Source: an optimization exercise on an open RTL-to-GDS flow (aim: small area, a short achievable clock period and few clock cycles per item). Production flows keep margins and buffers that such runs may drop. The RTL was checked by simulation tests, not by an equivalence proof against the original design. No activity file was given, so power comes from the tool's default toggle rates.

[design/flow/design.v]
`default_nettype none
package cpu_pkg;
   localparam int DATA_W     = 16;
   localparam int REG_ADDR_W = 4;
   localparam int NUM_REGS   = 16;
endpackage
`default_nettype wire
`timescale 1ns/1ps
`default_nettype none
module cpu_top
(
   input  wire         CLK,
   input  wire         rst,
   input  wire         in_valid,
   input  wire  [15:0] in_instr,
   output logic        credit_return,
   output logic        result_valid,
   output logic [3:0]  result_reg,
   output logic [15:0] result
);
   logic [3:0]  op, rd, fx, rs;
   logic [7:0]  imm;
   assign op  = in_instr[15:12];
   assign rd  = in_instr[11:8];
   assign fx  = in_instr[7:4];
   assign rs  = in_instr[3:0];
   assign imm = in_instr[7:0];
   logic d_ok, d_arith, d_sub, d_and, d_or, d_xor, d_pass, d_shift, d_use_rs;
   logic [15:0] d_imm;
   always_comb
   begin
      d_ok     = 1'b1;
      d_arith  = 1'b0;
      d_sub    = 1'b0;
      d_and    = 1'b0;
      d_or     = 1'b0;
      d_xor    = 1'b0;
      d_pass   = 1'b0;
      d_shift  = 1'b0;
      d_use_rs = 1'b0;
      d_imm    = {{8{imm[7]}}, imm};
      case (op)
         4'h0:
         begin
            d_use_rs = 1'b1;
            case (fx)
               4'h5: d_arith = 1'b1;
               4'h9: begin d_arith = 1'b1; d_sub = 1'b1; end
               4'h1: d_and  = 1'b1;
               4'h2: d_or   = 1'b1;
               4'h3: d_xor  = 1'b1;
               4'hd: d_pass = 1'b1;
               default: d_ok = 1'b0;
            endcase
         end
         4'h5: d_arith = 1'b1;
         4'h9: begin d_arith = 1'b1; d_sub = 1'b1; end
         4'h1: begin d_and  = 1'b1; d_imm = {8'h00, imm}; end
         4'h2: begin d_or   = 1'b1; d_imm = {8'h00, imm}; end
         4'h3: begin d_xor  = 1'b1; d_imm = {8'h00, imm}; end
         4'hd: begin d_pass = 1'b1; d_imm = {8'h00, imm}; end
         4'hf: begin d_pass = 1'b1; d_imm = {imm, 8'h00}; end
         4'h8:
         begin
            d_shift = 1'b1;
            case (fx)
               4'h4: d_use_rs = 1'b1;
               4'h0, 4'h1: ;
               default: d_ok = 1'b0;
            endcase
         end
         default: d_ok = 1'b0;
      endcase
   end
   logic        e_valid;
   logic        e_arith, e_sub, e_kg, e_kp, e_pass, e_shift;
   logic [3:0]  e_dest;
   logic [15:0] e_a;
   logic [15:0] e_b;                   
   logic [15:0] sum, alu_rest, alu;
   logic [15:0] regs [0:15];
   logic [15:0] written;               
   logic        fwd_ea, fwd_eb, fwd_wa, fwd_wb;
   logic [15:0] rf_a, rf_b, rd_a, rd_b, b_other;
   logic [15:0] sub_mask;
   assign fwd_ea = e_valid && (e_dest == rd);
   assign fwd_eb = e_valid && (e_dest == rs);
   assign fwd_wa = result_valid && (result_reg == rd);
   assign fwd_wb = result_valid && (result_reg == rs);
   always_comb
   begin
      rf_a = '0;
      rf_b = '0;
      for (int i = 0; i < 16; i++)
      begin
         rf_a = rf_a | ({16{written[i] && rd == i}} & regs[i]);
         rf_b = rf_b | ({16{written[i] && rs == i}} & regs[i]);
      end
   end
   assign rd_a     = fwd_wa ? result : rf_a;
   assign rd_b     = fwd_wb ? result : rf_b;
   assign sub_mask = {16{d_sub}};
   assign b_other  = (d_use_rs ? rd_b : d_imm) ^ sub_mask;
   always_ff @(posedge CLK)
   begin
      if (!rst)
      begin
         credit_return <= 1'b0;
         e_valid       <= 1'b0;
      end
      else
      begin
         credit_return <= in_valid;
         e_valid       <= in_valid && d_ok;
      end
   end
   always_ff @(posedge CLK)
   begin
      e_arith <= d_arith;
      e_sub   <= d_sub;
      e_kg    <= d_and | d_or;   
      e_kp    <= d_xor | d_or;
      e_pass  <= d_pass;
      e_shift <= d_shift;
      e_dest  <= rd;
      e_a     <= fwd_ea ? alu : rd_a;
      e_b     <= (d_use_rs && fwd_eb) ? (alu ^ sub_mask) : b_other;
   end
   logic [16:0] sum_x;
   logic [15:0] shl, shr, sh;
   assign sum_x = {e_a, 1'b1} + {e_b, e_sub};
   assign sum   = sum_x[16:1];
   logic [15:0] a_rev, sl, sl_rev;
   always_comb
      for (int i = 0; i < 16; i++)
         a_rev[i] = e_a[15 - i];
   assign sl = (e_b[4] ? a_rev : e_a) << e_b[3:0];
   always_comb
      for (int i = 0; i < 16; i++)
         sl_rev[i] = sl[15 - i];
   assign sh = e_b[4] ? sl_rev : sl;
   assign alu_rest = ({16{e_kg}}    & (e_a & e_b))
                   | ({16{e_kp}}    & (e_a ^ e_b))
                   | ({16{e_pass}}  & e_b)
                   | ({16{e_shift}} & sh);
   assign alu      = ({16{e_arith}} & sum) | alu_rest;
   always_ff @(posedge CLK)
   begin
      if (!rst)
      begin
         written      <= '0;
         result_valid <= 1'b0;
      end
      else
      begin
         if (result_valid)
            written[result_reg] <= 1'b1;
         result_valid <= e_valid;
      end
   end
   always_ff @(posedge CLK)
   begin
      if (result_valid)
         regs[result_reg] <= result;
   end
   always_ff @(posedge CLK)
   begin
      result_reg <= e_dest;
      result     <= alu;
   end
endmodule
`default_nettype wire
[design/flow/run.sh]
#!/bin/bash
# synth_recipe.tcl (not shown) runs the flow's synth.tcl, then flattens the netlist and writes it again
# the make line also repeats each setting of config.mk as NAME=value (left out here)
make -C /OpenROAD-flow-scripts/flow DESIGN_CONFIG=/design/flow/config.mk WORK_HOME=/design/flow/orfs CLKGATE_MAP_FILE= SYNTH_SCRIPT=/design/flow/synth_recipe.tcl finish
[design/flow/config.mk]
export PLATFORM = sky130hd
export DESIGN_NAME = cpu_top
export DESIGN_NICKNAME = cpu_top
export VERILOG_FILES = /design/flow/design.v
export SDC_FILE = /design/flow/constraint.sdc
export NUM_CORES = 4
export LEC_CHECK = 0
export ABC_AREA = 1
export CAP_MARGIN = 20
export CORE_MARGIN = 2
export CORE_UTILIZATION = 55
export CTS_BUF_LIST = sky130_fd_sc_hd__clkbuf_8
export SETUP_SLACK_MARGIN = 2.0
export SLEW_MARGIN = 20
export TNS_END_PERCENT = 100
[design/flow/constraint.sdc]
create_clock -name core_clock -period 4.0 [get_ports {CLK}]
set_input_delay 0.8000 -clock core_clock [delete_from_list [all_inputs] [get_ports {CLK}]]
set_output_delay 0.8000 -clock core_clock [all_outputs]
set_load 0.01 [all_outputs]
==> results of run 1 <==
==> final cells by class <==
type	count	area share
flip-flops and latches	337	0.4164
multi-input cells	1433	0.3779
repair buffers	225	0.09946
inverters	219	0.04144
clock buffers	57	0.03478
well taps	402	0.02230
clock inverters	35	0.007045
repair inverters	2	0.0006657
==> synth_stat cells (3+ instances only) <==
master	number
a211oi_1	4
a21oi_1	81
a221oi_1	17
a22o_1	9
a22oi_1	21
buf_1	3
buf_2	21
buf_4	7
buf_6	8
clkbuf_1	19
clkinv_1	4
dfxtp_1	81
edfxtp_1	256
ha_1	21
inv_1	197
inv_2	18
nand2_1	518
nand2_2	5
nand3_1	245
nand3_2	10
nand3b_1	5
nand4_1	41
nor2_1	187
nor2_2	11
nor2_4	4
nor3_1	18
nor4_1	3
o2111ai_1	14
o211ai_1	3
o21ai_0	102
o21ai_1	23
o22ai_1	60
or2_2	4
==> kinds of logic (layout without fill, tap and decap cells) <==
| family | Yosys count | in the layout | share of synthesized area |
|---|---|---|---|
| simple gates | 1055 | 1057 | 0.2631 |
| compound gates | 350 | 351 | 0.1212 |
| flops | 337 | 337 | 0.5322 |
| buf+inv | 277 | 538 | 0.06587 |
| fa+ha+maj | 22 | 22 | 0.01616 |
| xor+xnor | 3 | 3 | 0.001502 |
==> report_power, final <==
group          total (W)  internal, W  switching, W
Sequential       0.00393      0.00386     0.0000675
Combinational   0.000968     0.000347      0.000621
Clock            0.00274      0.00131       0.00143
==> metal layers <==
| layer | wire, um | track usage | up-vias | part of all wire |
|---|---|---|---|---|
| met5 | 0 | 0 | - | 0 |
| met4 | 6981 | 0.3258 | 0 | 0.090 |
| met3 | 11460 | 0.1399 | 429 | 0.15 |
| met2 | 31620 | 0.6475 | 1639 | 0.41 |
| met1 | 27500 | 0.5862 | 8400 | 0.35 |
| li1 | - | - | 7593 | - |
==> path summary, 6_finish.rpt <==
kind	start	to	cells past startpoint
min reg2reg	e_dest[1]	result_reg[1]	0
max	in_instr[9]	e_a[9]	11
max reg2reg	e_b[4]	e_b[12]	12
min	in_instr[8]	e_dest[0]	1
==> critical path, delay by kind of cell <==
kind / cells / cell delay [ns]
AO/OA/AOI/OAI: 1 / 0.29
buffers and inverters: 5 / 0.70
AND/OR/NAND/NOR: 5 / 0.82
==> timing repair <==
action / CTS / global route
pin swaps: 28 / 71
resized for setup: 343 / 268
cloned: 5 / 1
buffers inserted: 74 / 32
setup endpoints to repair: 122 / 91
==> per-stage QoR <==
step | power [W] | util
6_report | 0.007636 | 0.7166
5_1_grt | 0.007827 | 0.7166
4_1_cts | 0.007452 | 0.6731
3_5_place_dp | 0.004647 | 0.5974
3_3_place_gp | 0.004639 | 0.5974
2_1_floorplan | 0.004374 | -
==> reports/metrics.csv, run 1 <==
metric,value,unit
Overflow after GRT,0,
max cap viols,0,
worst-path cell chain,clkbuf_4 -> inv_1 -> nor2_2 -> nand3_1 -> buf_4 -> inv_1 -> buf_6 -> a221oi_2 -> nand4_1 -> nand3_1 -> nand2_1,
Worst R2R Setup Slack,1.98,ns
gpl congestion,1.035,
drt via density,6.665,
setup violators final,0,
Critical Path Fanout Max,12,
Synth area leaders,"edfxtp_1, nand2_1, dfxtp_1, nand3_1, inv_1",
chip width,182.3,um
min Tclk post-route,2.080,ns
Nets,2314,
max reg flops,256,
final worst path period share,0.5200,
Pwr Density,338.5,nW/um^2
final-layout fill cell count,2406,
setup ws final,1.920,ns
Num Clock Sinks,337,
Initial DRC Count,3059,
"commonest non-fill, non-tap cell in the layout",nand2_1,
Clock Latency Late Sink,0.67,ns
DIE HEIGHT,182.3,um
Avg WL per Cell,28.62,um
pin count of the biggest net entering global routing,27,
dpl hpwl,49.32,mm
Post-Place Cell Area,18800,um^2
Hold Worst Slack,0.3721,ns
CTS Buf Count,55,
diode count,0,
Mapped Area,17490,um^2
Synth Instances,2044,
Placed Cells,2506,
most frequent cells in the layout,"nand2_1, edfxtp_1, inv_1",
slowest cell on the critical path,nand4_1,
Worst-path clk slew,0.06,ns
Mean Syn Cell Area,8.558,um^2
Final Cell Area,22560,um^2
CORE AREA,31470,um^2
IO Count,41,
# rows,65,
Total GRT Usage,0.4535,
final wirelength,77.55,mm
FMAX,0.4807,GHz
final hold viol count,0,
CTS root buf,clkbuf_8,
register area share after synthesis,0.5322,
Synthesis Warnings,1,
Post-Route Skew,0.02631,ns
#FFs+latches synth,337,
syn nets,2085,
Critical Path Sink Type,flip-flop,
Buffers on Ports,40,
status,"complete, no violations",
Leak Pwr,9.221,nW
H-tree levels,2,
synth unique cells,53,
Worst Tran Pin Value,0.8174,ns
Initial Util,0.5558,
CP arrival,2.63,ns
drt pass-1 iters,8,
post-synth top area cell,edfxtp_1,
CP Launch Type,primary input,
CTS Buffer Depth,3,
CTS tree,yes,
Layout area overhead,28.94,%
Worst Setup Path Type,in -> reg,
Slew headroom,0.4543,
top cell type's share of synthesized area,0.4395,
multi-input logic area,8523,um^2
FF+latch area,9393,um^2
CTS Hold Bufs,0,
Critical Path RT,4.55,ns
"Cell Count, Final, Fillers Out",2710,
first-pass GRT wire length,107.6,mm
antenna-violating nets left,0,
Post-synth EDFFs,256,
setup TNS,0,ns
die area,33250,um^2
worst stage delay on the critical path,0.35,ns
RSZ-0062 raised after global routing,true,
Min-Delay Path Class,in -> reg,
initial antenna violation count,0,
drt drc,0,
vias post-DR,18060,
Async SR Flop Fraction,0,
ys flop type,edfxtp_1,
Post-Place Worst Slack,0.4409,ns
vias in the first global route,16330,
Peak VDD IR,462.9,uV
max-slew violations,0,
layout cells sized above 1,0.2899,
Testbench counts, summed over its fixed seeds: cycles 24,016, items 24,000.
==> inputs of run 2 (changes only) <==
--- a/design/flow/design.v
+++ b/design/flow/design.v
@@ -80,5 +80,4 @@
    logic [15:0] sum, alu_rest, alu;
    logic [15:0] regs [0:15];
-   logic [15:0] written;               
    logic        fwd_ea, fwd_eb, fwd_wa, fwd_wb;
    logic [15:0] rf_a, rf_b, rd_a, rd_b, b_other;
@@ -94,6 +93,6 @@
       for (int i = 0; i < 16; i++)
       begin
-         rf_a = rf_a | ({16{written[i] && rd == i}} & regs[i]);
-         rf_b = rf_b | ({16{written[i] && rs == i}} & regs[i]);
+         rf_a = rf_a | ({16{rd == i}} & regs[i]);
+         rf_b = rf_b | ({16{rs == i}} & regs[i]);
       end
    end
@@ -128,5 +127,5 @@
    end
    logic [16:0] sum_x;
-   logic [15:0] shl, shr, sh;
+   logic [15:0] sh;
    assign sum_x = {e_a, 1'b1} + {e_b, e_sub};
    assign sum   = sum_x[16:1];
@@ -149,18 +148,22 @@
       if (!rst)
       begin
-         written      <= '0;
          result_valid <= 1'b0;
       end
       else
       begin
-         if (result_valid)
-            written[result_reg] <= 1'b1;
          result_valid <= e_valid;
       end
    end
+   logic [15:0] wr_data;
+   logic [15:0] wr_en;
+   assign wr_data = result & {16{rst}};
+   always_comb
+      for (int i = 0; i < 16; i++)
+         wr_en[i] = !rst || (result_valid && result_reg == i);
    always_ff @(posedge CLK)
    begin
-      if (result_valid)
-         regs[result_reg] <= result;
+      for (int i = 0; i < 16; i++)
+         if (wr_en[i])
+            regs[i] <= wr_data;
    end
    always_ff @(posedge CLK)
--- a/design/flow/config.mk
+++ b/design/flow/config.mk
@@ -9,5 +9,5 @@
 export CAP_MARGIN = 20
 export CORE_MARGIN = 2
-export CORE_UTILIZATION = 55
+export CORE_UTILIZATION = 50
 export CTS_BUF_LIST = sky130_fd_sc_hd__clkbuf_8
 export SETUP_SLACK_MARGIN = 2.0
==> run 2 against run 1 <==
Against the previous run: via count is 4.0% lower; critical path type unchanged; worst setup slack worse by 0.0036 ns; flip-flop and latch count is 16 lower; first-iteration DRC count is 9.7% lower; global-route usage is 3.8 points lower; sequential power is 8.9% higher; power is 27% higher; critical endpoint is now e_b[3]; critical path depth is 2 higher; largest cell class unchanged; clock power is 16% higher; register-to-register slack worse by 0.05 ns.
==> reports/metrics.csv, run 2 <==
metric,value,unit
ys flop type,edfxtp_1,
vias post-DR,17340,
Comb power frac,0.230,
Mean Syn Cell Area,8.661,um^2
DIE HEIGHT,188.4,um
CP arrival,2.65,ns
vias in the first global route,16180,
Async SR Flop Fraction,0,
power share of the sequential group,0.442,
post-synth top area cell,edfxtp_1,
Post-Place Cell Area,18380,um^2
top cell type's share of synthesized area,0.4524,
CTS tree,yes,
CTS root buf,clkbuf_8,
synth unique cells,50,
slowest cell on the critical path,nor2_2,
setup TNS,0,ns
final wirelength,76.59,mm
clock network power share,0.328,
"count leader, synth",nand2_1,
Initial Util,0.5068,
Peak VDD IR,403.0,uV
Avg WL per Cell,28.59,um
Post-Place Worst Slack,0.5147,ns
die area,35480,um^2
max-slew violations,0,
Post-synth EDFFs,256,
Worst-path clk slew,0.06,ns
Synth area leaders,"edfxtp_1, nand2_1, dfxtp_1, nand3_1, inv_1",
IO Count,41,
Nets,2222,
#FFs+latches synth,321,
antenna-violating nets left,0,
Buffers on Ports,40,
most frequent CP cell,buf_6,
Layout area overhead,31.36,%
Post-Route Skew,0.06158,ns
CTS Hold Bufs,0,
most frequent cells in the layout,"nand2_1, inv_1, edfxtp_1",
# rows,67,
gpl congestion,1.060,
min Tclk post-route,2.084,ns
initial antenna violation count,0,
CORE AREA,33530,um^2
Final Cell Area,22320,um^2
final worst path period share,0.5210,
drt drc,0,
drt pass-1 iters,12,
Mapped Area,16990,um^2
Leak Pwr,9.393,nW
Pwr Density,433.2,nW/um^2
Critical Path Fanout Max,8,
Overflow after GRT,0,
RSZ-0062 raised after global routing,true,
Sw Pwr,0.003130,W
CP Launch Type,primary input,
Critical Path Sink Type,flip-flop,
max reg flops,256,
setup violators final,0,
max cap viols,0,
Pint,0.006540,W
CTS Buffer Depth,3,
layout cells sized above 1,0.2816,
worst stage delay on the critical path,0.24,ns
Synthesis Warnings,2,
"commonest non-fill, non-tap cell in the layout",nand2_1,
Initial DRC Count,2763,
Worst Tran Pin Value,0.7972,ns
Switching Share,0.3237,
worst-path cell chain,buf_2 -> buf_6 -> nor2_4 -> buf_12 -> buf_6 -> nand3_2 -> o21ai_0 -> nor2_1 -> nand3_1 -> nor2_2 -> o21ai_1 -> nand2_1 -> xor2_1,
status,"complete, no violations",
cell family with most CP delay,simple AND/OR/NAND/NOR gates,
syn nets,1998,
FMAX,0.4799,GHz
register area share after synthesis,0.5290,
Clock Latency Late Sink,0.69,ns
Commonest cells post-synth,"nand2_1, inv_1, edfxtp_1",
CTS Buf Count,54,
Slew headroom,0.4678,
first-pass GRT wire length,106.8,mm
pin count of the biggest net entering global routing,27,
Total GRT Usage,0.4156,
final hold viol count,0,
Min-Delay Path Class,reg -> reg,
dpl hpwl,48.90,mm
Num Clock Sinks,321,
drt via density,6.472,
Worst Setup Path Type,in -> reg,
CP bufs+invs,4,
Critical Path RT,4.57,ns
setup ws final,1.916,ns
chip width,188.4,um
H-tree levels,2,
Synth Instances,1962,
-- run 2: changes by cell type in the layout (fill, tap and decap cells not counted), moves of 24 or more --
cell     delta
nand2_1   -161
inv_1      +82
o22ai_1    +82
nand3_1    +46
nand3_2    -36
nor2_1     -26
buf_4      +24
-- run 2: path summary, 6_finish.rpt --
kind	startpoint	endpoint	slack, ns	depth (start not counted)
setup / recovery	in_instr[0]	e_b[3]	1.92	13
hold / removal	e_dest[0]	result_reg[0]	0.35	0
hold reg to reg	e_dest[0]	result_reg[0]	0.35	0
setup reg to reg	e_b[4]	e_b[8]	1.93	13
-- run 2: cells by family (layout without fill, tap and decap cells) --
group                      Yosys count  in the layout  share of synthesized area
and+or+nand+nor                    827            832                     0.2152
buffers and inverters              367            630                    0.09020
adders and majority gates           17             17                    0.01296
xor gates and xnor gates             6              6                   0.003093
DFF                                321            321                     0.5290
AOI/OAI and AO/OA                  424            424                     0.1495
other                                0              1                          0
-- run 2: power by group through the flow --
| stage | clock network (W) | logic [W] | registers, W |
|---|---|---|---|
| 3_5_place_dp | 0 | 0.00161 | 0.00432 |
| 4_1_cts | 0.00319 | 0.00190 | 0.00425 |
| 6_report | 0.00317 | 0.00222 | 0.00428 |
| 3_3_place_gp | 0 | 0.00161 | 0.00433 |
| 2_1_floorplan | 0 | 0.00102 | 0.00421 |
| 5_1_grt | 0.00334 | 0.00234 | 0.00430 |
-- run 2: cell type report --
| cell class | count | area (um^2) |
|---|---|---|
| multi-input cells | 1279 | 7955 |
| diodes | 1 | 2.502 |
| clock inverters | 42 | 352.8 |
| fillers | 2726 | 11210 |
| inverters | 284 | 1159 |
| repair buffers | 244 | 2392 |
| well taps | 448 | 560.5 |
| repair inverters | 2 | 16.27 |
| clock buffers | 58 | 798.3 |
| flip-flops and latches | 321 | 9085 |
-- run 2: through the flow --
stage / instances / total power, W / utilization / hold slack [ns]
floorplan: 1962 / 0.005223 / - / 0.3308
global placement: 2452 / 0.005938 / 0.5482 / 0.3384
detailed placement: 2452 / 0.005937 / 0.5482 / 0.3558
CTS: 2638 / 0.009339 / 0.6327 / 0.3553
global route: 2678 / 0.009975 / 0.6656 / 0.3580
finish: 2679 / 0.009671 / 0.6657 / 0.3539
-- run 2: worst register-to-register path: stages (launching register included) --
cell	delay [ns]
dfxtp_4	0.39
buf_12	0.14
ha_4	0.33
nand2_4	0.08
nor3_4	0.17
nand2_2	0.11
nand3_4	0.13
nand2_1	0.08
nand3b_1	0.09
nand3_1	0.13
nand4_1	0.17
nand2_1	0.06
nand2_1	0.06
nand2_1	0.04
-- run 2: what timing repair did --
item                       CTS  global route
pin swaps                   44            61
setup buffers               79            37
setup endpoints to repair  163           137
resized for setup          368           208
cloned                       7             3
-- run 2: metal layers --
| layer | up-vias | share of wire | GRT usage |
|---|---|---|---|
| met5 | - | 0 | 0 |
| met1 | 8095 | 0.35 | 0.5197 |
| met4 | 0 | 0.089 | 0.2840 |
| met3 | 445 | 0.13 | 0.1065 |
| met2 | 1451 | 0.43 | 0.6355 |
| li1 | 7347 | - | - |
Testbench counts of run 2, summed over its fixed seeds: cycles 24,016, items 24,000.
==> inputs of run 3 (changes only) <==
--- a/design/flow/config.mk
+++ b/design/flow/config.mk
@@ -9,6 +9,5 @@
 export CAP_MARGIN = 20
 export CORE_MARGIN = 2
-export CORE_UTILIZATION = 50
-export CTS_BUF_LIST = sky130_fd_sc_hd__clkbuf_8
+export CORE_UTILIZATION = 55
 export SETUP_SLACK_MARGIN = 2.0
 export SLEW_MARGIN = 20
==> run 3 against run 2 <==
Against the previous run: combinational power is 2% lower; sequential power barely moved; first-iteration DRC count grew 11%; critical path depth fell by 1; largest cell class unchanged; area after synthesis stayed put; global-route usage grew 1.9 points; worst setup slack worse by 0.0010 ns; highest routed layer is now met5; design area up 0.47%; still clean.
==> reports/metrics.csv, run 3 <==
metric,value,unit
Layout area overhead,31.98,%
Critical Path Fanout Max,8,
Overflow after GRT,0,
main combinational cell family by area after synthesis,simple AND/OR/NAND/NOR gates,
Worst Tran Pin Value,0.8069,ns
Async SR Flop Fraction,0,
setup TNS,0,ns
drt via density,6.721,
final core occ,0.7351,
CP arrival,2.50,ns
Initial Util,0.5570,
post-synth top area cell,edfxtp_1,
most frequent cells in the layout,"nand2_1, edfxtp_1, inv_1",
Commonest cells post-synth,"nand2_1, inv_1, edfxtp_1",
vias post-DR,17330,
drt drc,0,
CP Launch Type,flip-flop,
Pwr Density,434.0,nW/um^2
ys flop type,edfxtp_1,
pin count of the biggest net entering global routing,33,
chip width,179.8,um
max-slew violations,0,
Worst Setup Path Type,reg -> reg,
Placed Cells,2395,
setup violators final,0,
multi-input logic area,8109,um^2
Avg WL per Cell,28.98,um
Nets,2192,
power share of the sequential group,0.443,
final-layout fill cell count,2240,
Min-Delay Path Class,reg -> reg,
syn nets,1998,
FMAX,0.4797,GHz
Critical Path RT,4.41,ns
Peak VDD IR,471.7,uV
Comb power frac,0.224,
Hold Worst Slack,0.3561,ns
mux contribution to synthesized area,0,
Buffers on Ports,40,
FF+latch area,9077,um^2
CTS root buf,clkbuf_16,
"Cell Count, Final, Fillers Out",2578,
Post-Route Skew,0.02534,ns
vias in the first global route,15870,
"commonest non-fill, non-tap cell in the layout",nand2_1,
Num Clock Sinks,321,
diode count,0,
Worst-path clk slew,0.06,ns
min Tclk post-route,2.085,ns
Critical Path Sink Type,flip-flop,
die area,32320,um^2
antenna-violating nets left,0,
XOR/XNOR Fraction of Synth Area,0.003093,
Synthesis Warnings,2,
Slew headroom,0.4613,
Clock Latency Late Sink,0.54,ns
drt pass-1 iters,10,
register area share after synthesis,0.5290,
status,"complete, no violations",
share of the synthesized area in compound gates (AO/OA/AOI/OAI),0.1495,
max cap viols,0,
Initial DRC Count,3065,
Pint,0.006678,W
layout cells sized above 1,0.2901,
CTS Buffer Depth,3,
Mapped Area,16990,um^2
gpl congestion,1.020,
Post-synth EDFFs,256,
synth unique cells,50,
max reg flops,256,
Sw Pwr,0.003054,W
initial antenna violation count,3,
Leak Pwr,9.265,nW
IO Count,41,
CTS tree,yes,
top cell type's share of synthesized area,0.4524,
first-pass GRT wire length,103.5,mm
H-tree levels,2,
Mean Syn Cell Area,8.661,um^2
Total GRT Usage,0.4342,
final wirelength,74.70,mm
DIE HEIGHT,179.8,um
CTS Buf Count,35,
#FFs+latches synth,321,
dpl hpwl,46.47,mm
RSZ-0062 raised after global routing,true,
final worst path period share,0.5212,
Synth area leaders,"edfxtp_1, nand2_1, dfxtp_1, nand3_1, inv_1",
Simple-Gate Fraction of Synth Area,0.2152,
Synth Area in Adders,0.01296,
Switching Share,0.3138,
final hold viol count,0,
CORE AREA,30510,um^2
"count leader, synth",nand2_1,
Synth Instances,1962,
# rows,64,
clock network power share,0.333,
-- run 3: kinds of logic after synthesis --
family	after synthesis
simple gates	827
fa+ha+maj	17
flops	321
buf+inv	367
compound gates	424
xor+xnor	6
-- run 3: final cells by class --
cell class	instances	area share
clock inverter	21	0.01015
tap	396	0.02209
multi-input combinational	1277	0.3616
sequential	321	0.4048
inverter	284	0.05239
clock buffer	42	0.04023
timing repair buffer	237	0.1088
-- run 3: path summary, 6_finish.rpt --
check	from	to	slack, ns	depth (start not counted)
worst max-delay path	result_reg[1]	e_b[13]	1.92	12
worst min-delay path	e_dest[0]	result_reg[0]	0.36	0
worst max register to register	result_reg[1]	e_b[13]	1.92	12
worst min register to register	e_dest[0]	result_reg[0]	0.36	0
-- run 3: metal layers --
layer / wire (um) / track usage / up-vias
li1: - / - / 7280
met2: 31900 / 0.6484 / 1564
met4: 6616 / 0.3047 / 4
met5: 103 / 0 / -
met3: 10550 / 0.1260 / 443
met1: 25530 / 0.5437 / 8035
-- run 3: power by group through the flow --
stage                     Combinational (W)  Sequential [W]  Clock, W
after floorplan                     0.00102         0.00421         0
after global placement              0.00158         0.00431         0
after detailed placement            0.00159         0.00432         0
after CTS                           0.00177         0.00427   0.00323
after global routing                0.00230         0.00432   0.00337
final                               0.00218         0.00431   0.00324
-- run 3: critical path: stages, from the launching register on --
cell and delay, ns:
dfxtp_4 0.37, buf_12 0.13, clkinvlp_4 0.12, o22ai_2 0.08
nor2_1 0.19, nand3_4 0.20, buf_12 0.22, o21ai_2 0.14
o21bai_1 0.13, buf_4 0.15, nand2_1 0.08, nand3_1 0.11
nand2_1 0.06
-- run 3: what timing repair did --
action	in CTS	in global routing
hold buffers	0	0
gates resized for setup	315	297
pin swaps	35	116
gates cloned	2	6
buffers inserted	59	53
endpoints found under the setup margin	257	65
-- run 3: metrics by stage --
stage / area [um^2] / worst slack [ns] / total power (W)
2_1_floorplan: 17210 / 1.660 / 0.005223
5_1_grt: 22430 / 1.844 / 0.009993
3_5_place_dp: 18270 / 0.4968 / 0.005910
3_3_place_gp: 18270 / 0.5250 / 0.005893
4_1_cts: 20750 / 1.945 / 0.009274
6_report: 22430 / 1.915 / 0.009732
==> inputs of run 4 (changes only) <==
==> design/flow/flow/run.sh (new file) <==
#!/bin/bash
# Standard layout, but with a smaller setup margin for the repair after
# global routing: the margin set in config.mk drives synthesis-to-CTS repair,
# GRT_SETUP_MARGIN drives the post-global-route repair.
set -euo pipefail
GRT_SETUP_MARGIN=$(cat flow/grt_margin.txt)
bash standard.sh synth floorplan place cts > stage1_to_cts.log 2>&1
sed -E "s/SETUP_SLACK_MARGIN=[0-9.]+/SETUP_SLACK_MARGIN=${GRT_SETUP_MARGIN}/" standard.sh > standard_grt.sh
bash standard_grt.sh finish > stage2_grt_to_finish.log 2>&1
==> design/flow/flow/grt_margin.txt (new file) <==
0
==> design/flow/standard.sh (new file) <==
#!/bin/bash
# synth_recipe.tcl (not shown) runs the flow's synth.tcl, then flattens the netlist and writes it again
# the make line also repeats each setting of config.mk as NAME=value (left out here)
make -C /OpenROAD-flow-scripts/flow DESIGN_CONFIG=/design/flow/config.mk WORK_HOME=/design/flow/orfs CLKGATE_MAP_FILE= SYNTH_SCRIPT=/design/flow/synth_recipe.tcl "${@:-finish}"
--- a/design/flow/config.mk
+++ b/design/flow/config.mk
@@ -10,4 +10,5 @@
 export CORE_MARGIN = 2
 export CORE_UTILIZATION = 55
+export CTS_BUF_LIST = sky130_fd_sc_hd__clkbuf_8
 export SETUP_SLACK_MARGIN = 2.0
 export SLEW_MARGIN = 20
removed: design/flow/run.sh
==> run 4 against run 3 <==
Against the previous run: still clean; worst hold slack worse by 0.0073 ns; count of clock-buffer cells in the layout up 24; clock power down 5%; routed wire length down 4.2%; sequential share of layout area up 3.4 points; combinational power down 13%; design area down 7.6%; critical path type is now in -> reg; largest cell class unchanged; largest power group unchanged.
==> reports/metrics.csv, run 4 <==
metric,value,unit
status,"complete, no violations",
Synthesis Warnings,2,
FMAX,0.4516,GHz
Async SR Flop Fraction,0,
setup ws final,1.786,ns
Layout area overhead,21.92,%
max reg flops,256,
Overflow after GRT,0,
CORE AREA,30510,um^2
initial antenna violation count,4,
Simple-Gate Fraction of Synth Area,0.2152,
antenna-violating nets left,0,
min Tclk post-route,2.214,ns
CTS Buffer Depth,3,
dpl hpwl,46.47,mm
vias post-DR,16880,
most frequent cells in the layout,"nand2_1, inv_1, edfxtp_1",
slowest cell on the critical path,nor2_1,
synth unique cells,50,
"Cell Count, Final, Fillers Out",2566,
CP arrival,2.71,ns
worst stage delay on the critical path,0.45,ns
"count leader, synth",nand2_1,
Peak VDD IR,362.5,uV
CP Launch Type,primary input,
final wirelength,71.57,mm
Mapped Area,16990,um^2
Worst Setup Path Type,in -> reg,
Min-Delay Path Class,reg -> reg,
Leak Pwr,8.812,nW
Initial Util,0.5570,
Commonest cells post-synth,"nand2_1, inv_1, edfxtp_1",
main combinational cell family by area after synthesis,simple AND/OR/NAND/NOR gates,
XOR/XNOR Fraction of Synth Area,0.003093,
Critical Path Fanout Max,7,
CTS Buf Count,54,
mux contribution to synthesized area,0,
setup violators final,0,
CP bufs+invs,3,
vias in the first global route,15970,
pin count of the biggest net entering global routing,33,
max-slew violations,0,
setup TNS,0,ns
Critical Path RT,4.50,ns
drt via density,6.578,
final worst path period share,0.5535,
final core occ,0.6791,
Placed Cells,2395,
Synth Instances,1962,
CTS root buf,clkbuf_8,
IO Count,41,
Post-Route Skew,0.03608,ns
Hold Worst Slack,0.3487,ns
Synth Area in Adders,0.01296,
Clock Latency Late Sink,0.62,ns
RSZ-0062 raised after global routing,false,
cell family with most CP delay,simple AND/OR/NAND/NOR gates,
Avg WL per Cell,27.89,um
layout cells sized above 1,0.2073,
syn nets,1998,
Synth area leaders,"edfxtp_1, nand2_1, dfxtp_1, nand3_1, inv_1",
CTS tree,yes,
gpl congestion,1.020,
Slew headroom,0.3053,
Worst-path clk slew,0.06,ns
share of the synthesized area in compound gates (AO/OA/AOI/OAI),0.1495,
Post-Place Worst Slack,0.4968,ns
H-tree levels,2,
DIE HEIGHT,179.8,um
max cap viols,0,
final hold viol count,0,
chip width,179.8,um
#FFs+latches synth,321,
post-synth top area cell,edfxtp_1,
Nets,2158,
Mean Syn Cell Area,8.661,um^2
top cell type's share of synthesized area,0.4524,
drt pass-1 iters,8,
Num Clock Sinks,321,
Worst Tran Pin Value,1.042,ns
# rows,64,
first-pass GRT wire length,103.5,mm
final-layout fill cell count,2506,
worst-path cell chain,buf_2 -> nand2_1 -> nor2_1 -> inv_1 -> o22ai_1 -> nor2_1 -> nand2_1 -> o22ai_1 -> buf_4 -> o21ai_1,
drt drc,0,
Buffers on Ports,40,
Post-synth EDFFs,256,
Total GRT Usage,0.4348,
die area,32320,um^2
Pwr Density,447.1,nW/um^2
Initial DRC Count,2788,
"commonest non-fill, non-tap cell in the layout",nand2_1,
register area share after synthesis,0.5290,
Critical Path Sink Type,flip-flop,
ys flop type,edfxtp_1,
## run 4: cell types whose count changed in the layout (fill, tap and decap cells not counted), moves of 29 or more
| cell | previous run | this run |
|---|---|---|
| clkbuf_16 | 40 | 0 |
| clkbuf_8 | 0 | 66 |
| inv_1 | 242 | 271 |
| nand2_1 | 294 | 326 |
| nand3_1 | 178 | 237 |
| nand3_2 | 69 | 18 |
## run 4: what timing repair did
action                                  4_1_cts  5_1_grt
endpoints found under the setup margin      118        0
resized for setup                           329        0
buffers inserted                             65        0
hold buffers                                  0        0
## run 4: worst reg2reg max path, stage by stage, from the launching register on
cell and delay [ns]:
dfxtp_4 0.36, buf_4 0.15, inv_1 0.09, o21ai_0 0.09, a21oi_1 0.12, nand2_1 0.08
nor2_2 0.26, inv_1 0.15, buf_12 0.20, o22ai_1 0.22, buf_4 0.18, o21ai_0 0.08
## run 4: final timing paths
kind                               startpoint       endpoint  slack (ns)  cells after the start
worst max register to register  result_reg[3]         e_a[0]        1.91                     11
worst min-delay path                e_dest[0]  result_reg[0]        0.35                      0
worst max-delay path             in_instr[10]         e_a[3]        1.79                     10
worst min register to register      e_dest[0]  result_reg[0]        0.35                      0
## run 4: power by group
part | switching, W | total [W] | internal, W
clock network | 0.00140 | 0.00309 | 0.00170
registers | 0.000243 | 0.00427 | 0.00403
logic | 0.00127 | 0.00190 | 0.000625
total | 0.00292 | 0.00926 | 0.00635
## run 4: stage by stage
| step | power, W | instance area [um^2] |
|---|---|---|
| floorplan | 0.005223 | 17210 |
| global placement | 0.005893 | 18270 |
| detailed placement | 0.005910 | 18270 |
| CTS | 0.009185 | 20710 |
| global route | 0.009556 | 20710 |
| finish | 0.009262 | 20720 |
## run 4: area by class of cell
cell class | instances | area (um^2) | share of cell area
Sequential cell | 321 | 9081 | 0.4383
Multi-Input combinational cell | 1276 | 7163 | 0.3458
Timing Repair Buffer | 185 | 1682 | 0.08117
Inverter | 284 | 1132 | 0.05466
Clock buffer | 66 | 908.4 | 0.04385
Tap cell | 396 | 495.5 | 0.02392
Clock inverter | 34 | 245.2 | 0.01184
Antenna cell | 4 | 10.01 | 0.0004831
## run 4: layer usage
layer | routed length (um) | GRT usage | share of wire | vias up
li1 | - | - | - | 7217
met1 | 25010 | 0.5358 | 0.35 | 7809
met2 | 30560 | 0.6477 | 0.43 | 1438
met3 | 9730 | 0.1309 | 0.14 | 412
met4 | 6244 | 0.3220 | 0.087 | 4
met5 | 28 | 0 | 0.00039 | -
## run 4: kinds of logic after synthesis
logic type / count (synthesis)
and+or+nand+nor: 827
AOI/OAI and AO/OA: 424
buffers and inverters: 367
DFF: 321
adders and majority gates: 17
xor gates and xnor gates: 6
==> inputs of run 5 (changes only) <==
==> design/flow/flow/grt_margin.txt (replaced) <==
1.5
==> run 5 against run 4 <==
Against the previous run: still clean on timing, DRC and antenna; routed wire length did not move; design area unchanged; sequential power about the same; clock skew is the same; count of clock-buffer cells in the layout stayed put; final cell count is the same; non-clock buffer count unchanged; synthesized cell count stayed put; clock power about the same; area after synthesis did not move; maximum frequency did not move; register-to-register slack hardly changed; critical endpoint unchanged.
==> reports/metrics.csv, run 5 <==
metric,value,unit
drt drc,0,
status,"complete, no violations",
Worst-path clk slew,0.06,ns
CP arrival,2.71,ns
Async SR Flop Fraction,0,
"Cell Count, Final, Fillers Out",2566,
Mean Syn Cell Area,8.661,um^2
Num Clock Sinks,321,
Peak VDD IR,362.5,uV
CTS Buf Count,54,
mux contribution to synthesized area,0,
Simple-Gate Fraction of Synth Area,0.2152,
setup violators final,0,
final hold viol count,0,
"commonest non-fill, non-tap cell in the layout",nand2_1,
Overflow after GRT,0,
min Tclk post-route,2.214,ns
Leak Pwr,8.812,nW
Total GRT Usage,0.4348,
initial antenna violation count,4,
Placed Cells,2395,
R2R depth,11,
first-pass GRT wire length,103.5,mm
WL met1,25.01,mm
Worst R2R Setup Slack,1.91,ns
launch point of the worst reg-to-reg path,result_reg[3],
Critical Path RT,4.50,ns
chip width,179.8,um
Commonest cells post-synth,"nand2_1, inv_1, edfxtp_1",
drt via density,6.578,
Post-Route Skew,0.03608,ns
vias in the first global route,15970,
Mapped Area,16990,um^2
die area,32320,um^2
Synth area leaders,"edfxtp_1, nand2_1, dfxtp_1, nand3_1, inv_1",
CP Launch Type,primary input,
Critical Path Fanout Max,7,
max-slew violations,0,
max cap viols,0,
Post-synth EDFFs,256,
Min-Delay Path Class,reg -> reg,
final wirelength,71.57,mm
# rows,64,
Clock Latency Late Sink,0.62,ns
Buffers on Ports,40,
Synth Area in Adders,0.01296,
Hold Crit Depth,0,
most frequent cells in the layout,"nand2_1, inv_1, edfxtp_1",
CORE AREA,30510,um^2
RSZ-0062 raised after global routing,false,
Hold Startpoint,e_dest[0],
FMAX,0.4516,GHz
DIE HEIGHT,179.8,um
vias post-DR,16880,
Initial Util,0.5570,
synth unique cells,50,
share of the synthesized area in compound gates (AO/OA/AOI/OAI),0.1495,
drt pass-1 iters,8,
Worst Tran Pin Value,1.042,ns
dpl hpwl,46.47,mm
antenna-violating nets left,0,
"count leader, synth",nand2_1,
met2 routed WL,30.56,mm
Post-Place Worst Slack,0.4968,ns
max reg flops,256,
syn nets,1998,
CTS Hold Bufs,0,
Worst Setup Path Type,in -> reg,
IO Count,41,
top cell type's share of synthesized area,0.4524,
layout cells sized above 1,0.2073,
Initial DRC Count,2788,
Pwr Density,447.1,nW/um^2
#FFs+latches synth,321,
XOR/XNOR Fraction of Synth Area,0.003093,
pin count of the biggest net entering global routing,33,
CTS tree,yes,
final worst path period share,0.5535,
setup TNS,0,ns
setup ws final,1.786,ns
ys flop type,edfxtp_1,
Synth Instances,1962,
Nets,2158,
main combinational cell family by area after synthesis,simple AND/OR/NAND/NOR gates,
Layout area overhead,21.92,%
Final Total Pwr,0.009262,W
Slew headroom,0.3053,
Met3 Wirelength,9.730,mm
H-tree levels,2,
register area share after synthesis,0.5290,
CTS root buf,clkbuf_8,
gpl congestion,1.020,
post-synth top area cell,edfxtp_1,
Synthesis Warnings,2,
Avg WL per Cell,27.89,um
Critical Path Sink Type,flip-flop,
Top Metal Used,met5,
Worst Setup SP,in_instr[10],
CTS Buffer Depth,3,
==> run 5: layout make-up <==
cell class | instances | area (um^2)
antenna | 4 | 10.01
clock inverter | 34 | 245.2
timing repair buffer | 185 | 1682
inverter | 284 | 1132
fill | 2506 | 9792
sequential | 321 | 9081
tap | 396 | 495.5
multi-input combinational | 1276 | 7163
clock buffer | 66 | 908.4
==> run 5: layer usage <==
metal,vias to the layer above,GRT usage
met5,-,0
met4,4,0.3220
met3,412,0.1309
met2,1438,0.6477
met1,7809,0.5358
li1,7217,-
==> run 5: repair_timing <==
action | in CTS | in global routing
resized for setup | 329 | 0
buffers inserted | 65 | 0
endpoints found under the setup margin | 118 | 0
==> run 5: worst max-delay path, stage by stage <==
cell     delay [ns]
buf_2          0.21
nand2_1        0.17
nor2_1         0.45
inv_1          0.34
o22ai_1        0.20
nor2_1         0.08
nand2_1        0.06
o22ai_1        0.07
buf_4          0.16
o21ai_1        0.17
==> run 5: logic make-up after synthesis <==
kind of cell / count (synthesis)
xor gates and xnor gates: 6
buffers and inverters: 367
DFF: 321
adders and majority gates: 17
and+or+nand+nor: 827
AOI/OAI and AO/OA: 424
==> run 5: worst paths after layout <==
check                       end
hold reg to reg   result_reg[0]
setup reg to reg         e_a[0]
hold / removal    result_reg[0]
setup / recovery         e_a[3]
==> run 5: report_power, final <==
part | internal, W | total, W | switching, W
Clock | 0.00170 | 0.00309 | 0.00140
Combinational | 0.000625 | 0.00190 | 0.00127
Sequential | 0.00403 | 0.00427 | 0.000243
Total | 0.00635 | 0.00926 | 0.00292
==> run 5: metrics by stage <==
stage | area (um^2) | hold WS, ns | utilization
2_1_floorplan | 17210 | 0.3308 | -
3_3_place_gp | 18270 | 0.3338 | 0.5988
3_5_place_dp | 18270 | 0.3603 | 0.5988
4_1_cts | 20710 | 0.3496 | 0.6787
5_1_grt | 20710 | 0.3457 | 0.6787
6_report | 20720 | 0.3487 | 0.6791
==> inputs of run 6 (changes only) <==
==> design/flow/flow/grt_margin.txt (replaced) <==
1.85
==> run 6 against run 5 <==
Against the previous run: clock power is essentially flat; critical path type unchanged; critical path depth grew 1; largest power group unchanged; still clean on timing, DRC and antenna; sequential share of layout area shrank 0.39 points; power grew 0.72%; utilization grew 0.62 points; design area grew 0.91%; die area is the same; worst hold slack lost 0.00095 ns; clock skew grew 0.010 ns; highest routed layer unchanged.
==> reports/metrics.csv, run 6 <==
metric,value,unit
Leak Pwr,8.862,nW
top cell type's share of synthesized area,0.4524,
Async SR Flop Fraction,0,
setup violators final,0,
Hold Worst Slack,0.3478,ns
RSZ-0062 raised after global routing,true,
FF+latch area,9082,um^2
Mapped Area,16990,um^2
final hold viol count,0,
"count leader, synth",nand2_1,
cell family with most CP delay,simple AND/OR/NAND/NOR gates,
Synth Instances,1962,
Hold Startpoint,e_dest[0],
worst stage delay on the critical path,0.23,ns
CP bufs+invs,3,
most frequent cells in the layout,"nand2_1, inv_1, edfxtp_1",
dpl hpwl,46.47,mm
die area,32320,um^2
drt pass-1 iters,8,
status,"complete, no violations",
Nets,2166,
Worst Tran Pin Value,1.044,ns
post-synth top area cell,edfxtp_1,
drt drc,0,
Worst Setup Path Type,in -> reg,
Overflow after GRT,0,
min Tclk post-route,2.161,ns
Post-Place Cell Area,18270,um^2
layout cells sized above 1,0.2199,
initial antenna violation count,5,
Worst Setup SP,in_instr[10],
Mean Syn Cell Area,8.661,um^2
max cap viols,0,
launch point of the worst reg-to-reg path,e_b[0],
CTS tree,yes,
Commonest cells post-synth,"nand2_1, inv_1, edfxtp_1",
"commonest non-fill, non-tap cell in the layout",nand2_1,
first-pass GRT wire length,103.5,mm
CP Launch Type,primary input,
Worst R2R Setup Slack,1.92,ns
Total GRT Usage,0.4348,
Clock Latency Late Sink,0.63,ns
ys flop type,edfxtp_1,
H-tree levels,2,
slowest cell on the critical path,o21ai_0,
Layout area overhead,23.02,%
Avg WL per Cell,28.09,um
pin count of the biggest net entering global routing,33,
final worst path period share,0.5402,
Num Clock Sinks,321,
Peak VDD IR,359.4,uV
Placed Cells,2395,
setup TNS,0,ns
Synth area leaders,"edfxtp_1, nand2_1, dfxtp_1, nand3_1, inv_1",
FMAX,0.4628,GHz
Synthesis Warnings,2,
Buffers on Ports,40,
Initial DRC Count,2926,
IO Count,41,
Pwr Density,446.3,nW/um^2
Final Cell Area,20910,um^2
max reg flops,256,
#FFs+latches synth,321,
vias in the first global route,15970,
final-layout fill cell count,2486,
register area share after synthesis,0.5290,
final wirelength,72.21,mm
synth unique cells,50,
worst-path cell chain,buf_2 -> nand2_1 -> inv_2 -> nand2_2 -> clkinvlp_4 -> nand2_1 -> nand4_1 -> nor3_1 -> nand4_1 -> o21ai_0 -> o21ai_1,
CTS Hold Bufs,0,
gpl congestion,1.020,
Post-synth EDFFs,256,
Post-Route Skew,0.04625,ns
Min-Delay Path Class,reg -> reg,
vias post-DR,16950,
Critical Path Fanout Max,7,
max-slew violations,0,
Initial Util,0.5570,
# rows,64,
Slew headroom,0.3040,
Final Total Pwr,0.009329,W
CORE AREA,30510,um^2
CTS Buffer Depth,3,
Critical Path RT,4.46,ns
CP arrival,2.62,ns
multi-input logic area,7267,um^2
drt via density,6.594,
DIE HEIGHT,179.8,um
"Cell Count, Final, Fillers Out",2571,
chip width,179.8,um
syn nets,1998,
antenna-violating nets left,0,
CTS Buf Count,54,
Critical Path Sink Type,flip-flop,
Worst-path clk slew,0.06,ns
CTS root buf,clkbuf_8,
## run 6: routing by layer
metal / up-vias / part of all wire / global-route usage
li1: 7226 / - / -
met1: 7858 / 0.35 / 0.5358
met2: 1427 / 0.42 / 0.6477
met3: 437 / 0.14 / 0.1309
met4: 4 / 0.089 / 0.3220
met5: - / 0.00037 / 0
## run 6: cells by family after synthesis
kind of cell | count (synthesis) | share of synthesized area
XOR/XNOR | 6 | 0.003093
AND/OR/NAND/NOR | 827 | 0.2152
adder cells (fa/ha/maj) | 17 | 0.01296
buffers and inverters | 367 | 0.09020
AO/OA/AOI/OAI | 424 | 0.1495
flip-flops | 321 | 0.5290
## run 6: final timing paths
check | endpoint | depth (start not counted)
setup / recovery | e_a[13] | 11
hold / removal | result_reg[0] | 0
hold reg to reg | result_reg[0] | 0
setup reg to reg | e_a[14] | 13
## run 6: through the flow
step | utilization | setup slack (ns)
floorplan | - | 1.660
global placement | 0.5988 | 0.5250
detailed placement | 0.5988 | 0.4968
CTS | 0.6787 | 1.997
global route | 0.6851 | 1.823
finish | 0.6852 | 1.839
## run 6: worst register-to-register path: stages, from the launching register on
cell and delay (ns):
dfxtp_4 0.38, buf_12 0.15, clkinvlp_4 0.09, buf_2 0.19, nand3_1 0.12, nand3_1 0.13
nand3_2 0.12, nand3_1 0.12, nand3_1 0.08, nand2_1 0.14, nand3_2 0.16, buf_4 0.17
nand2_1 0.04, o21ai_1 0.05
## run 6: timing repair
action	in CTS	in global routing
pin swaps	33	8
hold endpoints to repair	0	0
setup endpoints to repair	118	19
buffers inserted	65	8
cloned	2	0
resized for setup	329	34
## run 6: cell type report
| cell class | count | share of cell area |
|---|---|---|
| inverter | 284 | 0.05435 |
| clock inverter | 34 | 0.01173 |
| sequential | 321 | 0.4345 |
| timing repair buffer | 193 | 0.08457 |
| antenna | 1 | 0.0001197 |
| clock buffer | 66 | 0.04345 |
| tap | 396 | 0.02370 |
| multi-input combinational | 1276 | 0.3476 |
## run 6: where the power goes
part | leakage [nW] | internal, W | total [W] | switching, W
combinational | 5.03 | 0.000654 | 0.00196 | 0.00130
sequential | 3.19 | 0.00403 | 0.00427 | 0.000248
clock | 0.640 | 0.00169 | 0.00310 | 0.00141
total | 8.86 | 0.00637 | 0.00933 | 0.00295
==> inputs of run 7 (changes only) <==
==> design/flow/flow/grt_margin.txt (replaced) <==
1.9
==> run 7 against run 6 <==
Against the previous run: clock skew decreased by 0.0075 ns; design area increased by 0.78%; still clean on timing, DRC and antenna; global-route usage unchanged; register-to-register slack about the same; count of clock-buffer cells in the layout unchanged; area after synthesis unchanged; maximum frequency increased by 3.5%.
==> reports/metrics.csv, run 7 <==
metric,value,unit
status,"complete, no violations",
CTS tree,yes,
Synth Area in Adders,0.01296,
clock network power share,0.332,
first-pass GRT wire length,103.5,mm
setup TNS,0,ns
Slew headroom,0.3070,
top cell type's share of synthesized area,0.4524,
min Tclk post-route,2.089,ns
Leak Pwr,8.925,nW
Pwr Density,444.0,nW/um^2
Simple-Gate Fraction of Synth Area,0.2152,
Worst R2R Setup Slack,1.93,ns
"Endpoint, Worst Hold",result_reg[0],
CP arrival,2.60,ns
CTS Buf Count,54,
max-slew violations,0,
Initial Util,0.5570,
layout cells sized above 1,0.2329,
chip width,179.8,um
launch point of the worst reg-to-reg path,e_a[12],
Commonest cells post-synth,"nand2_1, inv_1, edfxtp_1",
worst reg2reg endpoint,e_b[13],
vias post-DR,16930,
Sw Pwr,0.002968,W
drt drc,0,
share of the synthesized area in compound gates (AO/OA/AOI/OAI),0.1495,
max reg flops,256,
Post-Route Skew,0.03880,ns
Total GRT Usage,0.4348,
Overflow after GRT,0,
Synthesis Warnings,2,
Comb power frac,0.211,
final core occ,0.6905,
Critical Path Sink Type,flip-flop,
Worst-path clk slew,0.06,ns
mux contribution to synthesized area,0,
Worst Setup Path Type,in -> reg,
Layout area overhead,23.98,%
Initial DRC Count,2876,
Async SR Flop Fraction,0,
Switching Share,0.3173,
max cap viols,0,
Post-synth EDFFs,256,
initial antenna violation count,4,
CTS root buf,clkbuf_8,
gpl congestion,1.020,
die area,32320,um^2
ys flop type,edfxtp_1,
CP Launch Type,primary input,
Final Cell Area,21070,um^2
setup violators final,0,
drt via density,6.566,
Critical Path RT,4.51,ns
synth unique cells,50,
#FFs+latches synth,321,
CTS Hold Bufs,0,
most frequent cells in the layout,"nand2_1, inv_1, edfxtp_1",
post-synth top area cell,edfxtp_1,
Post-Place Cell Area,18270,um^2
power share of the sequential group,0.457,
final worst path period share,0.5221,
pin count of the biggest net entering global routing,33,
"count leader, synth",nand2_1,
XOR/XNOR Fraction of Synth Area,0.003093,
Hold Startpoint,e_dest[0],
Worst Tran Pin Value,1.039,ns
final hold viol count,0,
CORE AREA,30510,um^2
register area share after synthesis,0.5290,
vias in the first global route,15970,
Synth Instances,1962,
Critical Path Fanout Max,9,
Synth area leaders,"edfxtp_1, nand2_1, dfxtp_1, nand3_1, inv_1",
CTS Buffer Depth,3,
Mapped Area,16990,um^2
dpl hpwl,46.47,mm
Min-Delay Path Class,reg -> reg,
Peak VDD IR,359.7,uV
Hold Crit Depth,0,
syn nets,1998,
Pint,0.006386,W
drt pass-1 iters,7,
Placed Cells,2395,
RSZ-0062 raised after global routing,true,
Num Clock Sinks,321,
FMAX,0.4788,GHz
"Cell Count, Final, Fillers Out",2578,
Nets,2173,
Mean Syn Cell Area,8.661,um^2
main combinational cell family by area after synthesis,simple AND/OR/NAND/NOR gates,
IO Count,41,
"commonest non-fill, non-tap cell in the layout",nand2_1,
Buffers on Ports,40,
Clock Latency Late Sink,0.62,ns
antenna-violating nets left,0,
final wirelength,72.23,mm
R2R depth,11,
Avg WL per Cell,28.02,um
# rows,64,
H-tree levels,2,
DIE HEIGHT,179.8,um
## run 7: layout make-up
cell class | instances | area (um^2)
well taps | 396 | 495.5
flip-flops and latches | 321 | 9085
clock buffers | 66 | 908.4
clock inverters | 34 | 245.2
inverters | 284 | 1140
repair buffers | 200 | 1842
multi-input cells | 1276 | 7350
diodes | 1 | 2.502
fillers | 2451 | 9442
## run 7: metal layers
layer	wire length [um]	track usage	part of all wire
met1	24720	0.5358	0.34
met2	30460	0.6477	0.42
met3	10240	0.1309	0.14
met4	6777	0.3220	0.094
met5	36	0	0.00050
## run 7: worst max path at each step
stage	from	end	slack [ns]	cells after the start
after floorplan	result_reg[1]	regs[2][0]	1.66	2
final	in_instr[2]	e_b[3]	1.91	13
after CTS	e_b[0]	e_b[4]	2.00	13
after detailed placement	in_instr[8]	e_a[5]	0.50	11
after global routing	in_instr[14]	e_b[8]	1.82	13
after global placement	in_instr[11]	e_a[5]	0.52	11
## run 7: logic make-up (layout without fill, tap and decap cells)
kind of cell | after synthesis | in the layout
other | 0 | 1
flip-flops | 321 | 321
AO/OA/AOI/OAI | 424 | 424
AND/OR/NAND/NOR | 827 | 829
XOR/XNOR | 6 | 6
buffers and inverters | 367 | 584
adder cells (fa/ha/maj) | 17 | 17
## run 7: critical path: stages
cell and delay [ns]:
buf_2 0.15, buf_8 0.15, nor2_4 0.06, buf_6 0.14, nand2_4 0.08, buf_4 0.30
o22ai_1 0.13, nor2_1 0.13, nand2_1 0.08, nor2_2 0.24, o21ai_1 0.09, nand2_1 0.09
xor2_1 0.14
## run 7: through the flow
| stage | worst slack [ns] | power (W) | hold slack, ns |
|---|---|---|---|
| floorplan | 1.660 | 0.005223 | 0.3308 |
| global placement | 0.5250 | 0.005893 | 0.3338 |
| detailed placement | 0.4968 | 0.005910 | 0.3603 |
| CTS | 1.997 | 0.009185 | 0.3496 |
| global route | 1.815 | 0.009635 | 0.3457 |
| finish | 1.911 | 0.009355 | 0.3533 |
## run 7: repair_timing
action                     4_1_cts  5_1_grt
buffers inserted                65       15
gates cloned                     2        0
gates resized for setup        329       71
setup endpoints to repair      118       28
hold endpoints to repair         0        0
pin swaps                       33       19
## run 7: power groups by stage
stage / Clock [W] / Sequential [W] / Combinational (W)
3_5_place_dp: 0 / 0.00432 / 0.00159
4_1_cts: 0.00311 / 0.00425 / 0.00182
2_1_floorplan: 0 / 0.00421 / 0.00102
6_report: 0.00310 / 0.00427 / 0.00198
3_3_place_gp: 0 / 0.00431 / 0.00158
5_1_grt: 0.00324 / 0.00429 / 0.00210
==> inputs of run 8 (changes only) <==
==> design/flow/flow/grt_margin.txt (replaced) <==
1.95
==> run 8 against run 7 <==
Against the previous run: count of clock-buffer cells in the layout unchanged; largest cell class unchanged; register-to-register slack barely moved; design area rose by 2.5%; synthesized cell count unchanged; critical path depth is the same; via count up 1.5%; clock skew increased by 0.0023 ns; worst hold slack worse by 0.0014 ns; sequential power about the same; non-clock buffer count increased by 20.
==> reports/metrics.csv, run 8 <==
metric,value,unit
status,"complete, no violations",
CTS Buf Count,54,
Hold Startpoint,e_dest[0],
max reg flops,256,
Worst-path clk slew,0.06,ns
Pint,0.006454,W
synth unique cells,50,
DIE HEIGHT,179.8,um
syn nets,1998,
Mapped Area,16990,um^2
Layout area overhead,27.07,%
R2R depth,13,
Worst Setup Path Type,reg -> reg,
max-slew violations,0,
Synthesis Warnings,2,
Post-synth EDFFs,256,
IO Count,41,
Comb power frac,0.223,
Buffers on Ports,40,
Hold Crit Depth,0,
Slew headroom,0.4656,
Worst Tran Pin Value,0.8004,ns
gpl congestion,1.020,
initial antenna violation count,5,
vias in the first global route,15970,
CP arrival,2.56,ns
dpl hpwl,46.47,mm
first-pass GRT wire length,103.5,mm
Initial Util,0.5570,
top cell type's share of synthesized area,0.4524,
CP bufs+invs,3,
Total GRT Usage,0.4348,
Num Clock Sinks,321,
Avg WL per Cell,28.20,um
Pwr Density,439.7,nW/um^2
Min-Delay Path Class,reg -> reg,
clock network power share,0.326,
drt pass-1 iters,10,
Mean Syn Cell Area,8.661,um^2
Async SR Flop Fraction,0,
cell family with most CP delay,simple AND/OR/NAND/NOR gates,
final wirelength,73.27,mm
register area share after synthesis,0.5290,
"Cell Count, Final, Fillers Out",2598,
setup TNS,0,ns
worst reg2reg endpoint,e_b[4],
Clock Latency Late Sink,0.63,ns
most frequent cells in the layout,"nand2_1, inv_1, edfxtp_1",
Commonest cells post-synth,"nand2_1, inv_1, edfxtp_1",
final hold viol count,0,
layout cells sized above 1,0.2712,
Leak Pwr,9.136,nW
Initial DRC Count,2892,
#FFs+latches synth,321,
CTS tree,yes,
most frequent CP cell,nand3_1,
worst stage delay on the critical path,0.41,ns
CP Launch Type,flip-flop,
pin count of the biggest net entering global routing,33,
post-synth top area cell,edfxtp_1,
power share of the sequential group,0.451,
FMAX,0.4850,GHz
Worst R2R Setup Slack,1.94,ns
CTS root buf,clkbuf_8,
max cap viols,0,
"count leader, synth",nand2_1,
die area,32320,um^2
worst-path cell chain,buf_12 -> clkinvlp_4 -> buf_12 -> nand3_1 -> nand3_1 -> nand3_1 -> nand3_2 -> a21oi_1 -> nand2_2 -> nand3_1 -> nand2_1 -> nand2_1 -> nand2_1,
"commonest non-fill, non-tap cell in the layout",nand2_1,
Post-Route Skew,0.04107,ns
Placed Cells,2395,
Sw Pwr,0.003041,W
Peak VDD IR,360.6,uV
RSZ-0062 raised after global routing,true,
Synth area leaders,"edfxtp_1, nand2_1, dfxtp_1, nand3_1, inv_1",
setup violators final,0,
Switching Share,0.3203,
min Tclk post-route,2.062,ns
vias post-DR,17180,
CORE AREA,30510,um^2
drt drc,0,
H-tree levels,2,
Nets,2193,
chip width,179.8,um
final-layout fill cell count,2392,
# rows,64,
antenna-violating nets left,0,
Critical Path Fanout Max,5,
Overflow after GRT,0,
Critical Path Sink Type,flip-flop,
"Endpoint, Worst Hold",result_reg[0],
final worst path period share,0.5155,
Synth Instances,1962,
drt via density,6.614,
Critical Path RT,4.50,ns
CTS Buffer Depth,3,
slowest cell on the critical path,dfxtp_4,
CTS Hold Bufs,0,
ys flop type,edfxtp_1,
launch point of the worst reg-to-reg path,e_b[0],
[run 8: stage by stage]
step	setup WS, ns	hold WS, ns	util	power, W	instance area (um^2)
final	1.938	0.3519	0.7078	0.009495	21590
after global routing	1.866	0.3489	0.7077	0.009776	21590
after CTS	1.997	0.3496	0.6787	0.009185	20710
after detailed placement	0.4968	0.3603	0.5988	0.005910	18270
after global placement	0.5250	0.3338	0.5988	0.005893	18270
after floorplan	1.660	0.3308	-	0.005223	17210
[run 8: cell type report]
class	count	area (um^2)	share of cell area
flip-flops and latches	321	9091	0.4210
well taps	396	495.5	0.02295
repair buffers	220	2031	0.09404
clock inverters	34	245.2	0.01136
clock buffers	66	908.4	0.04207
inverters	284	1152	0.05337
diodes	1	2.502	0.0001159
multi-input cells	1276	7667	0.3551
[run 8: per-layer routing]
metal	part of all wire	GRT usage	wire length (um)
met3	0.14	0.1309	10420
met2	0.42	0.6477	30860
met4	0.094	0.3220	6923
met5	0.0013	0	94
met1	0.34	0.5358	24970
[run 8: cells by family (layout without fill, tap and decap cells)]
kind of cell	Yosys count	after routing	synth area share
compound gates	424	424	0.1495
simple gates	827	829	0.2152
flops	321	321	0.5290
other cells	0	1	0
fa+ha+maj	17	17	0.01296
buf+inv	367	604	0.09020
xor+xnor	6	6	0.003093
[run 8: power by group through the flow]
stage	Sequential (W)	Combinational [W]	Clock [W]
global placement	0.00431	0.00158	0
floorplan	0.00421	0.00102	0
finish	0.00428	0.00212	0.00310
global route	0.00430	0.00223	0.00325
detailed placement	0.00432	0.00159	0
CTS	0.00425	0.00182	0.00311
[run 8: how the worst max path moves through the flow]
stage               slack [ns]         end  depth (start not counted)           from
floorplan                 1.66  regs[2][0]                          2  result_reg[1]
global placement          0.52      e_a[5]                         11   in_instr[11]
detailed placement        0.50      e_a[5]                         11    in_instr[8]
CTS                       2.00      e_b[4]                         13         e_b[0]
global route              1.87      e_b[4]                         13         e_b[0]
finish                    1.94      e_b[4]                         13         e_b[0]
[run 8: timing repair]
| item | 4_1_cts | 5_1_grt |
|---|---|---|
| buffers inserted | 65 | 34 |
| gates cloned | 2 | 1 |
| hold endpoints to repair | 0 | 0 |
| resized for setup | 329 | 174 |
| pin swaps | 33 | 58 |
| endpoints found under the setup margin | 118 | 43 |
==> inputs of run 9 (changes only) <==
==> design/flow/flow/grt_margin.txt (replaced) <==
1.85
--- a/design/flow/config.mk
+++ b/design/flow/config.mk
@@ -10,5 +10,4 @@
 export CORE_MARGIN = 2
 export CORE_UTILIZATION = 55
-export CTS_BUF_LIST = sky130_fd_sc_hd__clkbuf_8
 export SETUP_SLACK_MARGIN = 2.0
 export SLEW_MARGIN = 20
==> run 9 against run 8 <==
Against the previous run: sequential share of layout area grew 1.1 points; synthesized cell count unchanged; area after synthesis unchanged; still clean on timing, DRC and antenna; register-to-register slack lost 0.04 ns; combinational power decreased by 11%; largest power group unchanged; global-route usage fell by 0.062 points; count of clock-buffer cells in the layout decreased by 24; power down 0.79%; sequential power hardly changed; worst setup slack worse by 0.089 ns; utilization down 2.1 points.
==> reports/metrics.csv, run 9 <==
metric,value,unit
Synth Instances,1962,
slowest cell on the critical path,o21ai_2,
#FFs+latches synth,321,
FMAX,0.4649,GHz
post-synth top area cell,edfxtp_1,
Peak VDD IR,469.6,uV
Hold Crit Depth,0,
Slew headroom,0.3146,
Async SR Flop Fraction,0,
min Tclk post-route,2.151,ns
pin count of the biggest net entering global routing,33,
Worst Tran Pin Value,1.024,ns
Initial Util,0.5570,
most frequent cells in the layout,"nand2_1, edfxtp_1, inv_1",
final wirelength,71.65,mm
CTS tree,yes,
CORE AREA,30510,um^2
diode count,0,
"Endpoint, Worst Hold",result_reg[0],
Hold Worst Slack,0.3497,ns
Post-Route Skew,0.02498,ns
CTS Buf Count,35,
final worst path period share,0.5377,
Pwr Density,449.6,nW/um^2
Critical Path RT,4.42,ns
antenna-violating nets left,0,
Final Cell Area,20950,um^2
synth unique cells,50,
Synthesis Warnings,2,
"commonest non-fill, non-tap cell in the layout",nand2_1,
initial antenna violation count,4,
worst reg2reg endpoint,e_b[7],
launch point of the worst reg-to-reg path,e_b[0],
Avg WL per Cell,28.35,um
drt via density,6.634,
Worst-path clk slew,0.06,ns
top cell type's share of synthesized area,0.4524,
register area share after synthesis,0.5290,
final hold viol count,0,
first-pass GRT wire length,103.5,mm
cell family with most CP delay,simple AND/OR/NAND/NOR gates,
Post-synth EDFFs,256,
Critical Path Fanout Max,7,
syn nets,1998,
vias post-DR,16770,
CP arrival,2.57,ns
Synth area leaders,"edfxtp_1, nand2_1, dfxtp_1, nand3_1, inv_1",
Final Total Pwr,0.009420,W
Initial DRC Count,3051,
dpl hpwl,46.47,mm
Commonest cells post-synth,"nand2_1, inv_1, edfxtp_1",
drt drc,0,
chip width,179.8,um
Hold Startpoint,e_dest[0],
gpl congestion,1.020,
Layout area overhead,23.29,%
drt pass-1 iters,9,
CP Launch Type,primary input,
Critical Path Stages,13,
max cap viols,0,
Clock Latency Late Sink,0.53,ns
worst-path cell chain,buf_4 -> inv_4 -> nor2_4 -> buf_12 -> nand2_2 -> buf_4 -> o22ai_1 -> nor2_1 -> nand3_1 -> o21ai_2 -> nand3_2 -> nand3_1 -> nand2_1,
Critical Path Sink Type,flip-flop,
setup TNS,0,ns
DIE HEIGHT,179.8,um
ys flop type,edfxtp_1,
CTS Buffer Depth,3,
status,"complete, no violations",
H-tree levels,2,
Worst Setup Path Type,in -> reg,
Mapped Area,16990,um^2
Total GRT Usage,0.4342,
layout cells sized above 1,0.2060,
worst stage delay on the critical path,0.28,ns
Nets,2141,
Min-Delay Path Class,reg -> reg,
max-slew violations,0,
"count leader, synth",nand2_1,
RSZ-0062 raised after global routing,true,
CP bufs+invs,4,
Buffers on Ports,40,
Worst R2R Setup Slack,1.90,ns
die area,32320,um^2
Mean Syn Cell Area,8.661,um^2
max reg flops,256,
final core occ,0.6867,
Post-Place Cell Area,18270,um^2
Num Clock Sinks,321,
IO Count,41,
# rows,64,
setup violators final,0,
R2R depth,12,
vias in the first global route,15870,
Overflow after GRT,0,
CTS root buf,clkbuf_16,
Leak Pwr,8.740,nW
run 9: cell counts after synthesis:
No cell type changed its count.
run 9: kinds of logic (layout without fill, tap and decap cells):
group,after synthesis,after routing,share of synthesized area
AND/OR/NAND/NOR,827,829,0.2152
AO/OA/AOI/OAI,424,424,0.1495
buffers and inverters,367,534,0.09020
flip-flops,321,321,0.5290
adder cells (fa/ha/maj),17,17,0.01296
XOR/XNOR,6,6,0.003093
run 9: how the worst max path moves through the flow:
stage / startpoint / end / slack [ns]
after CTS: e_b[0] / e_b[7] / 1.94
after floorplan: result_reg[1] / regs[2][0] / 1.66
after detailed placement: in_instr[8] / e_a[5] / 0.50
after global placement: in_instr[11] / e_a[5] / 0.52
final: in_instr[0] / e_b[9] / 1.85
after global routing: e_a[1] / e_b[8] / 1.82
run 9: final cells by class:
type	instances	area (um^2)
clock buffer	42	902.1
clock inverter	21	227.7
fill	2459	9559
inverter	284	1141
multi-input combinational	1276	7318
sequential	321	9059
tap	396	495.5
timing repair buffer	187	1807
run 9: through the flow:
stage | setup slack [ns] | std cells
CTS | 1.945 | 2519
global route | 1.824 | 2527
floorplan | 1.660 | 1962
detailed placement | 0.4968 | 2395
global placement | 0.5250 | 2395
finish | 1.849 | 2527
run 9: where the power goes:
group / internal, W / switching, W
clock network: 0.00188 / 0.00136
registers: 0.00402 / 0.000271
logic: 0.000625 / 0.00126
total: 0.00653 / 0.00289
run 9: timing repair:
item	in CTS	in global routing
setup buffers	59	8
pin swaps	35	13
gates resized for setup	315	37
endpoints found under the setup margin	257	20
cloned	2	0
hold buffers	0	0
run 9: layer usage:
metal,GRT usage,up-vias,share of wire
li1,-,7160,-
met4,0.3047,4,0.088
met2,0.6484,1414,0.43
met3,0.1260,411,0.14
met1,0.5437,7776,0.35
met5,0,-,0.00047

-- what the ideal ports hide --
How much do the figures lean on ideal ports? The routed layouts below were timed once more, with nothing changed but the port constraints. Step 1, drivers: a clkbuf_16 drives CLK and a buf_2 each remaining input, both assumed. Step 2, shift: input delay + t, output delay - t, t = (earliest + latest rising clock arrival at the registers) / 2. This alone moves slack from input paths to output paths. Three values: ideal ports, drivers, drivers and shift; two values: the first two.
run	shift t [ns]	setup slack, ns
run 1	0.703	1.920 / 1.917 / 1.242
run 2	0.711	1.916 / 1.922 / 1.234
run 3	0.576	1.915 / 1.905 / 1.378
run 4	0.648	1.786 / 1.816 / 1.168
run 5	0.648	1.786 / 1.816 / 1.168
run 6	0.651	1.839 / 1.872 / 1.221
run 7	0.653	1.911 / 1.934 / 1.288
run 8	0.653	1.938 / 1.938 / 1.324
run 9	0.576	1.849 / 1.878 / 1.303
After both steps every run listed still meets setup and hold.
